What follows belongs to an exercise in optimizing a design on an open flow for a short achievable clock period and few clock cycles; a production flow would make more cautious choices. In this exercise RTL edits were held to simulation tests only and were not proved equivalent to the original. Power is estimated from default activity; no workload was simulated.

==> branch amber <==
==> flow/design.v <==
package chip8_isa_pkg;
  typedef enum logic [3:0] {
    JP,
    CALL,
    RET,
    SKIP,       
    LD,         
    ALU,        
    LD_I,
    ADD_I,
    STORE_BLK,  
    LOAD_BLK,   
    ILLEGAL
  } instr_class_e;
  typedef enum logic [3:0] {
    ALU_OR,
    ALU_AND,
    ALU_XOR,
    ALU_ADD,
    ALU_SUB,
    ALU_SUBN,
    ALU_SHR,
    ALU_SHL,
    ALU_PASS,
    ALU_EQ,
    ALU_NE
  } alu_op_e;
  typedef struct packed {
    instr_class_e             cls;
    alu_op_e                  alu_op;
    logic [3:0]               vx;
    logic [3:0]               vy;
    logic [7:0]               imm8;
    logic [12-1:0] addr12;
    logic                     use_imm;  
    logic                     sets_vf;
  } decoded_t;
endpackage
package chip8_bus_pkg;
  typedef struct packed {
    logic [12-1:0] addr;
    logic [7:0]               data;
  } mem_wr_t;
endpackage
`timescale 1ns/100ps
module chip8_core (
  input  logic                     clk_in,
  input  logic                     rst_i,
  input  logic [7:0]               rd_data_i,
  input  logic                     wr_ready_i,
  output logic [12-1:0] rd_addr_o,
  output logic [12-1:0] wr_addr_o,
  output logic [7:0]               wr_data_o,
  output logic                     wr_valid_o,
  output logic                     halted_o
);
  localparam logic [1:0] K_NONE = 2'd0;
  localparam logic [1:0] K_HI   = 2'd1;
  localparam logic [1:0] K_LO   = 2'd2;
  localparam logic [1:0] K_LD   = 2'd3;
  localparam logic [1:0] S_RUN  = 2'd0;
  localparam logic [1:0] S_W55  = 2'd1;  
  localparam logic [1:0] S_HALT = 2'd2;  
  logic [7:0]  v_q [16];
  logic [11:0] i_q;
  logic [11:0] stack_q [16];
  logic [3:0]  sp_q;
  logic [11:0] pc_q;         
  logic [11:0] ra_q;         
  logic [1:0]  rk_q;         
  logic [3:0]  rcnt_q;       
  logic [1:0]  dk_q;         
  logic [3:0]  dcnt_q;       
  logic [3:0]  ldx_q;        
  logic [7:0]  hi_q;         
  logic [1:0]  st_q;
  logic        halted_q;
  logic        e_valid_q;
  logic [7:0]  sb_data_q [16];
  logic [11:0] sb_base_q;
  logic [3:0]  sb_x_q;
  logic [3:0]  sb_idx_q;
  logic [11:0] wa_q;
  logic [7:0]  wd_q;
  logic        wv_q;
  logic        fwd_q;
  logic [7:0]  fwd_data_q;
  assign rd_addr_o  = ra_q;
  assign wr_addr_o  = wa_q;
  assign wr_data_o  = wd_q;
  assign wr_valid_o = wv_q;
  assign halted_o   = halted_q;
  logic [7:0] byte_in;
  assign byte_in = fwd_q ? fwd_data_q : rd_data_i;
  logic [15:0] op;
  assign op = {hi_q, byte_in};
  logic [7:0] vx_d, vy_d;
  assign vx_d = v_q[hi_q[3:0]];
  assign vy_d = v_q[byte_in[7:4]];
  logic is_ret, is_jp, is_call, is_skip, skip_take, is_ld, is_st, is_ex, is_ill;
  always_comb begin
    is_ret    = 1'b0;
    is_jp     = 1'b0;
    is_call   = 1'b0;
    is_skip   = 1'b0;
    skip_take = 1'b0;
    is_ld     = 1'b0;
    is_st     = 1'b0;
    is_ex     = 1'b0;
    is_ill    = 1'b0;
    case (hi_q[7:4])
      4'h0: if (hi_q[3:0] == 4'h0 && byte_in == 8'hEE) is_ret = 1'b1;
            else is_ill = 1'b1;
      4'h1: is_jp = 1'b1;
      4'h2: is_call = 1'b1;
      4'h3: begin is_skip = 1'b1; skip_take = (vx_d == byte_in); end
      4'h4: begin is_skip = 1'b1; skip_take = (vx_d != byte_in); end
      4'h5: if (byte_in[3:0] == 4'h0) begin is_skip = 1'b1; skip_take = (vx_d == vy_d); end
            else is_ill = 1'b1;
      4'h9: if (byte_in[3:0] == 4'h0) begin is_skip = 1'b1; skip_take = (vx_d != vy_d); end
            else is_ill = 1'b1;
      4'h6, 4'h7, 4'hA: is_ex = 1'b1;
      4'h8: case (byte_in[3:0])
              4'h0, 4'h1, 4'h2, 4'h3, 4'h4, 4'h5, 4'h6, 4'h7, 4'hE: is_ex = 1'b1;
              default: is_ill = 1'b1;
            endcase
      4'hF: case (byte_in)
              8'h1E: is_ex = 1'b1;
              8'h55: is_st = 1'b1;
              8'h65: is_ld = 1'b1;
              default: is_ill = 1'b1;
            endcase
      default: is_ill = 1'b1;
    endcase
  end
  logic [11:0] ret_tgt;
  assign ret_tgt = stack_q[sp_q - 4'd1] + 12'd2;
  logic d_now;    
  assign d_now = (st_q == S_RUN) && (dk_q == K_LO);
  logic snap;     
  assign snap = !wv_q && (((st_q == S_RUN) && (dk_q == K_LO) && is_st) || (st_q == S_W55));
  logic [11:0] d_old, d_new;
  logic        hit_old, hit_new;
  assign d_old   = ra_q - sb_base_q;
  assign d_new   = ra_q - i_q;
  assign hit_old = wv_q && (d_old[11:4] == 8'd0) && (d_old[3:0] <= sb_x_q);
  assign hit_new = (d_new[11:4] == 8'd0) && (d_new[3:0] <= hi_q[3:0]);
  always_ff @(posedge clk_in) begin
    if (snap) begin
      fwd_q      <= hit_new;
      fwd_data_q <= v_q[d_new[3:0]];
    end else begin
      fwd_q      <= hit_old;
      fwd_data_q <= sb_data_q[d_old[3:0]];
    end
  end
  always_ff @(posedge clk_in) begin
    if (rst_i) begin
      ra_q     <= 12'h200;
      rk_q     <= K_HI;
      rcnt_q   <= 4'd0;
      dk_q     <= K_NONE;
      dcnt_q   <= 4'd0;
      pc_q     <= 12'h200;
      sp_q     <= 4'd0;
      st_q     <= S_RUN;
      halted_q <= 1'b0;
      e_valid_q <= 1'b0;
    end else begin
      e_valid_q <= 1'b0;
      dk_q      <= rk_q;
      dcnt_q    <= rcnt_q;
      ra_q <= ra_q + 12'd1;
      rk_q <= (rk_q == K_HI) ? K_LO : K_HI;
      if (rk_q == K_LD) begin
        if (rcnt_q == ldx_q) begin
          ra_q <= pc_q;
          rk_q <= K_HI;
        end else begin
          rk_q   <= K_LD;
          rcnt_q <= rcnt_q + 4'd1;
        end
      end
      case (st_q)
        S_RUN: begin
          if (dk_q == K_HI) begin
            hi_q <= byte_in;
            if (byte_in == 8'h00) begin
              ra_q <= ret_tgt;
              rk_q <= K_HI;
            end
          end else if (dk_q == K_LO) begin
            if (is_ex) e_valid_q <= 1'b1;
            if (is_ill) begin
              st_q <= S_HALT;
            end else if (is_ret) begin
              pc_q <= ret_tgt;
              sp_q <= sp_q - 4'd1;
            end else if (is_jp || is_call) begin
              pc_q   <= op[11:0];
              ra_q   <= op[11:0];
              rk_q   <= K_HI;
              dk_q   <= K_NONE;
              if (is_call) sp_q <= sp_q + 4'd1;
            end else if (is_skip && skip_take) begin
              pc_q <= pc_q + 12'd4;
              ra_q <= pc_q + 12'd4;
              rk_q <= K_HI;
              dk_q <= K_NONE;
            end else if (is_ld) begin
              pc_q   <= pc_q + 12'd2;
              ra_q   <= i_q;
              rk_q   <= K_LD;
              rcnt_q <= 4'd0;
              ldx_q  <= hi_q[3:0];
              dk_q   <= K_NONE;
            end else if (is_st && wv_q) begin
              pc_q <= pc_q + 12'd2;
              st_q <= S_W55;
              ra_q <= ra_q;
              rk_q <= K_HI;
            end else begin
              pc_q <= pc_q + 12'd2;
            end
          end
        end
        S_W55: begin
          if (!wv_q) begin
            st_q <= S_RUN;
          end else begin
            ra_q <= ra_q;
            rk_q <= K_HI;
            dk_q <= K_NONE;
          end
        end
        default: begin
          if (!wv_q) halted_q <= 1'b1;
        end
      endcase
    end
  end
  always_ff @(posedge clk_in) begin
    if (d_now && is_call) stack_q[sp_q] <= pc_q;
  end
  logic [3:0] dx_fn;
  logic       dx_wx, dx_wf, dx_wi, dx_ia;
  logic [7:0] dx_b;
  always_comb begin
    dx_fn = 4'h0;
    dx_wx = 1'b0;
    dx_wf = 1'b0;
    dx_wi = 1'b0;
    dx_ia = 1'b0;
    dx_b  = byte_in;
    case (hi_q[7:4])
      4'h6: dx_wx = 1'b1;
      4'h7: begin dx_wx = 1'b1; dx_fn = 4'h4; end
      4'h8: begin
        dx_wx = 1'b1;
        dx_wf = (byte_in[3:0] != 4'h0);
        dx_fn = byte_in[3:0];
        dx_b  = vy_d;
      end
      4'hA: begin dx_wi = 1'b1; dx_ia = 1'b1; end
      4'hF: dx_wi = 1'b1;
      default: ;
    endcase
  end
  logic [3:0]  e_x_q, e_fn_q;
  logic        e_wx_q, e_wf_q, e_wi_q, e_ia_q;
  logic [7:0]  e_a_q, e_b_q;
  logic [11:0] e_nnn_q;
  always_ff @(posedge clk_in) begin
    if (d_now && is_ex) begin
      e_x_q   <= hi_q[3:0];
      e_fn_q  <= dx_fn;
      e_wx_q  <= dx_wx;
      e_wf_q  <= dx_wf;
      e_wi_q  <= dx_wi;
      e_ia_q  <= dx_ia;
      e_a_q   <= vx_d;
      e_b_q   <= dx_b;
      e_nnn_q <= op[11:0];
    end
  end
  logic [7:0]  e_res;
  logic        e_flag;
  logic [11:0] e_i;
  always_comb begin
    e_res  = e_b_q;
    e_flag = 1'b0;
    case (e_fn_q)
      4'h1: e_res = e_a_q | e_b_q;
      4'h2: e_res = e_a_q & e_b_q;
      4'h3: e_res = e_a_q ^ e_b_q;
      4'h4: {e_flag, e_res} = {1'b0, e_a_q} + {1'b0, e_b_q};
      4'h5: begin e_res = e_a_q - e_b_q; e_flag = (e_a_q >= e_b_q); end
      4'h6: begin e_res = {1'b0, e_a_q[7:1]}; e_flag = e_a_q[0]; end
      4'h7: begin e_res = e_b_q - e_a_q; e_flag = (e_b_q >= e_a_q); end
      4'hE: begin e_res = {e_a_q[6:0], 1'b0}; e_flag = e_a_q[7]; end
      default: ;
    endcase
    e_i = e_ia_q ? e_nnn_q : i_q + {4'd0, e_a_q};
  end
  always_ff @(posedge clk_in) begin
    if (rst_i) begin
      for (int k = 0; k < 16; k++) v_q[k] <= 8'h00;
      i_q <= 12'h000;
    end else begin
      if (e_valid_q && e_wx_q) v_q[e_x_q] <= e_res;
      if (e_valid_q && e_wf_q) v_q[15] <= {7'd0, e_flag};
      if (dk_q == K_LD) v_q[dcnt_q] <= byte_in;
      if (e_valid_q && e_wi_q) i_q <= e_i;
    end
  end
  always_ff @(posedge clk_in) begin
    if (rst_i) begin
      wv_q <= 1'b0;
    end else if (!wv_q) begin
      if (snap) wv_q <= 1'b1;
    end else if (wr_ready_i) begin
      if (sb_idx_q == sb_x_q) wv_q <= 1'b0;
    end
  end
  always_ff @(posedge clk_in) begin
    if (!wv_q) begin
      for (int k = 0; k < 16; k++) sb_data_q[k] <= v_q[k];
      sb_base_q <= i_q;
      sb_x_q    <= hi_q[3:0];
      sb_idx_q  <= 4'd0;
      wa_q      <= i_q;
      wd_q      <= v_q[0];
    end else if (wr_ready_i) begin
      sb_idx_q <= sb_idx_q + 4'd1;
      wa_q     <= wa_q + 12'd1;
      wd_q     <= sb_data_q[sb_idx_q + 4'd1];
    end
  end
endmodule
==> flow/run.sh <==
#!/bin/bash
# synth_recipe.tcl (not shown) runs the flow's synth.tcl, then flattens the netlist and writes it again
# the make line also repeats each setting of config.mk as NAME=value (left out here)
make -C /OpenROAD-flow-scripts/flow DESIGN_CONFIG=/design/flow/config.mk WORK_HOME=/design/flow/orfs CLKGATE_MAP_FILE= SYNTH_SCRIPT=/design/flow/synth_recipe.tcl finish
==> flow/config.mk <==
export PLATFORM = sky130hd
export DESIGN_NAME = chip8_core
export DESIGN_NICKNAME = chip8_core
export VERILOG_FILES = /design/flow/design.v
export SDC_FILE = /design/flow/constraint.sdc
export NUM_CORES = 4
export LEC_CHECK = 0
export ABC_CLOCK_PERIOD_IN_PS = 3000
export CAP_MARGIN = 20
export CORE_MARGIN = 2
export CORE_UTILIZATION = 50
export SETUP_SLACK_MARGIN = 4.5
export SLEW_MARGIN = 20
==> flow/constraint.sdc <==
create_clock -name core_clock -period 8.0 [get_ports {clk_in}]
set_input_delay 1.6000 -clock core_clock [delete_from_list [all_inputs] [get_ports {clk_in}]]
set_output_delay 1.6000 -clock core_clock [all_outputs]
set_load 0.01 [all_outputs]
==> branch cedar: changes against branch amber <==
==> flow/design.v, changed modules only <==
module chip8_core (
  input  logic                     clk_in,
  input  logic                     rst_i,
  input  logic [7:0]               rd_data_i,
  input  logic                     wr_ready_i,
  output logic [12-1:0] rd_addr_o,
  output logic [12-1:0] wr_addr_o,
  output logic [7:0]               wr_data_o,
  output logic                     wr_valid_o,
  output logic                     halted_o
);
  localparam logic [1:0] K_NONE = 2'd0;
  localparam logic [1:0] K_HI   = 2'd1;
  localparam logic [1:0] K_LO   = 2'd2;
  localparam logic [1:0] K_LD   = 2'd3;
  localparam logic [1:0] S_RUN  = 2'd0;
  localparam logic [1:0] S_W55  = 2'd1;  
  localparam logic [1:0] S_HALT = 2'd2;  
  logic [7:0]  v_q [16];
  logic [11:0] i_q;
  logic [11:0] stack_q [16];
  logic [3:0]  sp_q;
  logic [11:0] pc_q;         
  logic [11:0] ra_q;         
  logic [1:0]  rk_q;         
  logic [3:0]  rcnt_q;       
  logic [1:0]  dk_q;         
  logic [3:0]  dcnt_q;       
  logic [3:0]  ldx_q;        
  logic [7:0]  hi_q;         
  logic [1:0]  st_q;
  logic        halted_q;
  logic        e_valid_q;
  logic [15:0] e_op_q;
  logic [7:0]  sb_data_q [16];
  logic [11:0] sb_base_q;
  logic [3:0]  sb_x_q;
  logic [3:0]  sb_idx_q;
  logic [11:0] wa_q;
  logic [7:0]  wd_q;
  logic        wv_q;
  logic        fwd_q;
  logic [7:0]  fwd_data_q;
  assign rd_addr_o  = ra_q;
  assign wr_addr_o  = wa_q;
  assign wr_data_o  = wd_q;
  assign wr_valid_o = wv_q;
  assign halted_o   = halted_q;
  logic [7:0] byte_in;
  assign byte_in = fwd_q ? fwd_data_q : rd_data_i;
  logic [15:0] op;
  assign op = {hi_q, byte_in};
  logic [7:0] vx_d, vy_d;
  assign vx_d = v_q[hi_q[3:0]];
  assign vy_d = v_q[byte_in[7:4]];
  logic is_ret, is_jp, is_call, is_skip, skip_take, is_ld, is_st, is_ex, is_ill;
  always_comb begin
    is_ret    = 1'b0;
    is_jp     = 1'b0;
    is_call   = 1'b0;
    is_skip   = 1'b0;
    skip_take = 1'b0;
    is_ld     = 1'b0;
    is_st     = 1'b0;
    is_ex     = 1'b0;
    is_ill    = 1'b0;
    case (hi_q[7:4])
      4'h0: if (hi_q[3:0] == 4'h0 && byte_in == 8'hEE) is_ret = 1'b1;
            else is_ill = 1'b1;
      4'h1: is_jp = 1'b1;
      4'h2: is_call = 1'b1;
      4'h3: begin is_skip = 1'b1; skip_take = (vx_d == byte_in); end
      4'h4: begin is_skip = 1'b1; skip_take = (vx_d != byte_in); end
      4'h5: if (byte_in[3:0] == 4'h0) begin is_skip = 1'b1; skip_take = (vx_d == vy_d); end
            else is_ill = 1'b1;
      4'h9: if (byte_in[3:0] == 4'h0) begin is_skip = 1'b1; skip_take = (vx_d != vy_d); end
            else is_ill = 1'b1;
      4'h6, 4'h7, 4'hA: is_ex = 1'b1;
      4'h8: case (byte_in[3:0])
              4'h0, 4'h1, 4'h2, 4'h3, 4'h4, 4'h5, 4'h6, 4'h7, 4'hE: is_ex = 1'b1;
              default: is_ill = 1'b1;
            endcase
      4'hF: case (byte_in)
              8'h1E: is_ex = 1'b1;
              8'h55: is_st = 1'b1;
              8'h65: is_ld = 1'b1;
              default: is_ill = 1'b1;
            endcase
      default: is_ill = 1'b1;
    endcase
  end
  logic [11:0] ret_tgt;
  assign ret_tgt = stack_q[sp_q - 4'd1] + 12'd2;
  logic d_now;    
  assign d_now = (st_q == S_RUN) && (dk_q == K_LO);
  logic snap;     
  assign snap = !wv_q && (((st_q == S_RUN) && (dk_q == K_LO) && is_st) || (st_q == S_W55));
  logic [11:0] d_old, d_new;
  logic        hit_old, hit_new;
  assign d_old   = ra_q - sb_base_q;
  assign d_new   = ra_q - i_q;
  assign hit_old = wv_q && (d_old[11:4] == 8'd0) && (d_old[3:0] <= sb_x_q);
  assign hit_new = (d_new[11:4] == 8'd0) && (d_new[3:0] <= hi_q[3:0]);
  always_ff @(posedge clk_in) begin
    if (snap) begin
      fwd_q      <= hit_new;
      fwd_data_q <= v_q[d_new[3:0]];
    end else begin
      fwd_q      <= hit_old;
      fwd_data_q <= sb_data_q[d_old[3:0]];
    end
  end
  always_ff @(posedge clk_in) begin
    if (rst_i) begin
      ra_q     <= 12'h200;
      rk_q     <= K_HI;
      rcnt_q   <= 4'd0;
      dk_q     <= K_NONE;
      dcnt_q   <= 4'd0;
      pc_q     <= 12'h200;
      sp_q     <= 4'd0;
      st_q     <= S_RUN;
      halted_q <= 1'b0;
      e_valid_q <= 1'b0;
    end else begin
      e_valid_q <= 1'b0;
      dk_q      <= rk_q;
      dcnt_q    <= rcnt_q;
      ra_q <= ra_q + 12'd1;
      rk_q <= (rk_q == K_HI) ? K_LO : K_HI;
      if (rk_q == K_LD) begin
        if (rcnt_q == ldx_q) begin
          ra_q <= pc_q;
          rk_q <= K_HI;
        end else begin
          rk_q   <= K_LD;
          rcnt_q <= rcnt_q + 4'd1;
        end
      end
      case (st_q)
        S_RUN: begin
          if (dk_q == K_HI) begin
            hi_q <= byte_in;
            if (byte_in == 8'h00) begin
              ra_q <= ret_tgt;
              rk_q <= K_HI;
            end
          end else if (dk_q == K_LO) begin
            if (is_ex) begin
              e_valid_q <= 1'b1;
              e_op_q    <= op;
            end
            if (is_ill) begin
              st_q <= S_HALT;
            end else if (is_ret) begin
              pc_q <= ret_tgt;
              sp_q <= sp_q - 4'd1;
            end else if (is_jp || is_call) begin
              pc_q   <= op[11:0];
              ra_q   <= op[11:0];
              rk_q   <= K_HI;
              dk_q   <= K_NONE;
              if (is_call) sp_q <= sp_q + 4'd1;
            end else if (is_skip && skip_take) begin
              pc_q <= pc_q + 12'd4;
              ra_q <= pc_q + 12'd4;
              rk_q <= K_HI;
              dk_q <= K_NONE;
            end else if (is_ld) begin
              pc_q   <= pc_q + 12'd2;
              ra_q   <= i_q;
              rk_q   <= K_LD;
              rcnt_q <= 4'd0;
              ldx_q  <= hi_q[3:0];
              dk_q   <= K_NONE;
            end else if (is_st && wv_q) begin
              pc_q <= pc_q + 12'd2;
              st_q <= S_W55;
              ra_q <= ra_q;
              rk_q <= K_HI;
            end else begin
              pc_q <= pc_q + 12'd2;
            end
          end
        end
        S_W55: begin
          if (!wv_q) begin
            st_q <= S_RUN;
          end else begin
            ra_q <= ra_q;
            rk_q <= K_HI;
            dk_q <= K_NONE;
          end
        end
        default: begin
          if (!wv_q) halted_q <= 1'b1;
        end
      endcase
    end
  end
  always_ff @(posedge clk_in) begin
    if (d_now && is_call) stack_q[sp_q] <= pc_q;
  end
  logic [3:0] e_x, e_y;
  logic [7:0] e_kk, e_vx, e_vy;
  assign e_x  = e_op_q[11:8];
  assign e_y  = e_op_q[7:4];
  assign e_kk = e_op_q[7:0];
  assign e_vx = v_q[e_x];
  assign e_vy = v_q[e_y];
  logic       e_wx, e_wf, e_wi;
  logic [7:0] e_res;
  logic       e_flag;
  logic [11:0] e_i;
  always_comb begin
    e_wx   = 1'b0;
    e_wf   = 1'b0;
    e_wi   = 1'b0;
    e_res  = e_vy;
    e_flag = 1'b0;
    e_i    = e_op_q[11:0];
    case (e_op_q[15:12])
      4'h6: begin e_wx = 1'b1; e_res = e_kk; end
      4'h7: begin e_wx = 1'b1; e_res = e_vx + e_kk; end
      4'h8: begin
        e_wx = 1'b1;
        e_wf = (e_op_q[3:0] != 4'h0);
        case (e_op_q[3:0])
          4'h1: e_res = e_vx | e_vy;
          4'h2: e_res = e_vx & e_vy;
          4'h3: e_res = e_vx ^ e_vy;
          4'h4: {e_flag, e_res} = {1'b0, e_vx} + {1'b0, e_vy};
          4'h5: begin e_res = e_vx - e_vy; e_flag = (e_vx >= e_vy); end
          4'h6: begin e_res = {1'b0, e_vx[7:1]}; e_flag = e_vx[0]; end
          4'h7: begin e_res = e_vy - e_vx; e_flag = (e_vy >= e_vx); end
          4'hE: begin e_res = {e_vx[6:0], 1'b0}; e_flag = e_vx[7]; end
          default: ;
        endcase
      end
      4'hA: e_wi = 1'b1;
      4'hF: begin e_wi = 1'b1; e_i = i_q + {4'd0, e_vx}; end
      default: ;
    endcase
  end
  always_ff @(posedge clk_in) begin
    if (rst_i) begin
      for (int k = 0; k < 16; k++) v_q[k] <= 8'h00;
      i_q <= 12'h000;
    end else begin
      if (e_valid_q && e_wx) v_q[e_x] <= e_res;
      if (e_valid_q && e_wf) v_q[15] <= {7'd0, e_flag};
      if (dk_q == K_LD) v_q[dcnt_q] <= byte_in;
      if (e_valid_q && e_wi) i_q <= e_i;
    end
  end
  always_ff @(posedge clk_in) begin
    if (rst_i) begin
      wv_q <= 1'b0;
    end else if (!wv_q) begin
      if (snap) wv_q <= 1'b1;
    end else if (wr_ready_i) begin
      if (sb_idx_q == sb_x_q) wv_q <= 1'b0;
    end
  end
  always_ff @(posedge clk_in) begin
    if (!wv_q) begin
      for (int k = 0; k < 16; k++) sb_data_q[k] <= v_q[k];
      sb_base_q <= i_q;
      sb_x_q    <= hi_q[3:0];
      sb_idx_q  <= 4'd0;
      wa_q      <= i_q;
      wd_q      <= v_q[0];
    end else if (wr_ready_i) begin
      sb_idx_q <= sb_idx_q + 4'd1;
      wa_q     <= wa_q + 12'd1;
      wd_q     <= sb_data_q[sb_idx_q + 4'd1];
    end
  end
endmodule
ABC_CLOCK_PERIOD_IN_PS = not set   (was 3000)
CORE_UTILIZATION = 40   (was 50)
SETUP_SLACK_MARGIN = not set   (was 4.5)
==> impl_table.tex <==
\begin{tabular}{lr}
\hline
Metric & Value \\
\hline
\multicolumn{2}{l}{\textbf{Finish}} \\
\quad Finished Core Util & 59.53\% \\
\quad Commonest cells after routing, fill and taps aside & 532 x edfxtp\_1, 204 x nand2\_1, 187 x nor2\_1 \\
\quad Fraction of area in clock buffers and inverters & 5.980\% \\
\quad Non-clock buffers, area share & 5.345\% \\
\quad Multi-input gate count & 1913 \\
\multicolumn{2}{l}{\textbf{Pwr}} \\
\quad Clock power share & 40.0\% \\
\quad Leakage Power & 13.64 nW \\
\quad Power share of the combinational group & 14.6\% \\
\multicolumn{2}{l}{\textbf{Outcome}} \\
\quad Run status & no timing/DRC/antenna violations \\
\multicolumn{2}{l}{\textbf{Global routing}} \\
\quad Largest net degree at the start of global routing & 83 \\
\multicolumn{2}{l}{\textbf{Floorplanning}} \\
\quad Initial core utilization & 50.38\% \\
\multicolumn{2}{l}{\textbf{Critical path}} \\
\quad Setup Crit Path Kind & input port to flop \\
\quad Startpoint kind of the worst setup timing path & input port \\
\multicolumn{2}{l}{\textbf{Synth}} \\
\quad Synth area leaders & edfxtp\_1 48\%, mux4\_2 9.4\%, dfxtp\_1 4.5\% \\
\multicolumn{2}{l}{\textbf{Timing}} \\
\quad PnR worst setup slack & 3.738 ns \\
\quad Post-route clock skew & 0.04937 ns \\
\hline
\end{tabular}
Source of the figures above: branch amber

==> impl_table.tex <==
\begin{tabular}{lr}
\hline
Metric & Value \\
\hline
\multicolumn{2}{l}{\textbf{Critical path}} \\
\quad Startpoint kind of the worst setup timing path & flop \\
\multicolumn{2}{l}{\textbf{Pwr}} \\
\quad Power share of the combinational group & 20.1\% \\
\quad Clock power share & 36.9\% \\
\multicolumn{2}{l}{\textbf{Outcome}} \\
\quad Run status & no timing/DRC/antenna violations \\
\multicolumn{2}{l}{\textbf{Synth}} \\
\quad Synth area leaders & edfxtp\_1 42\%, mux4\_2 14\%, dfxtp\_1 4.5\% \\
\multicolumn{2}{l}{\textbf{Timing}} \\
\quad PnR worst setup slack & 2.274 ns \\
\multicolumn{2}{l}{\textbf{Finish}} \\
\quad Commonest cells after routing, fill and taps aside & 512 x edfxtp\_1, 245 x nand2\_1, 225 x mux4\_2 \\
\quad Finished Core Util & 44.79\% \\
\multicolumn{2}{l}{\textbf{Floorplanning}} \\
\quad Initial core utilization & 40.32\% \\
\hline
\end{tabular}
Source of the figures above: branch cedar

Testbench counts of branch amber, summed over its fixed seeds: cycles 752,600.
Testbench counts of branch cedar, summed over its fixed seeds: cycles 752,600.

[static timing again, ports no longer ideal]
How much do the figures lean on ideal ports? The routed layouts below were timed once more, with nothing changed but the port constraints.
Step 1, drivers: a clkbuf_16 drives clk_in and a buf_2 each remaining input, both assumed.
Step 2 also shifts input and output timing later by t, the mid clock arrival at the registers, as if the neighbouring blocks saw the same clock.
a / b / c = no drivers / after step 1 / after step 2; a / b = the first two.
run | t (ns) | slack for setup (ns) | hold slack, ns | slew at the worst register clock pin (ns) | worst data-port slew with drivers (ns)
branch amber | 0.680 | 3.738 / 3.744 / 3.064 | 0.521 / 0.521 / 0.521 | 0.07 / 0.07 | 0.09
branch cedar | 0.701 | 2.274 / 2.274 / 1.637 | 0.482 / 0.482 / 0.482 | 0.07 / 0.07 | 0.04
After both steps every run listed still meets setup and hold. For branch amber, which loses most, drivers alone change the setup slack by +0.006 ns; drivers and shift together by -0.674 ns.
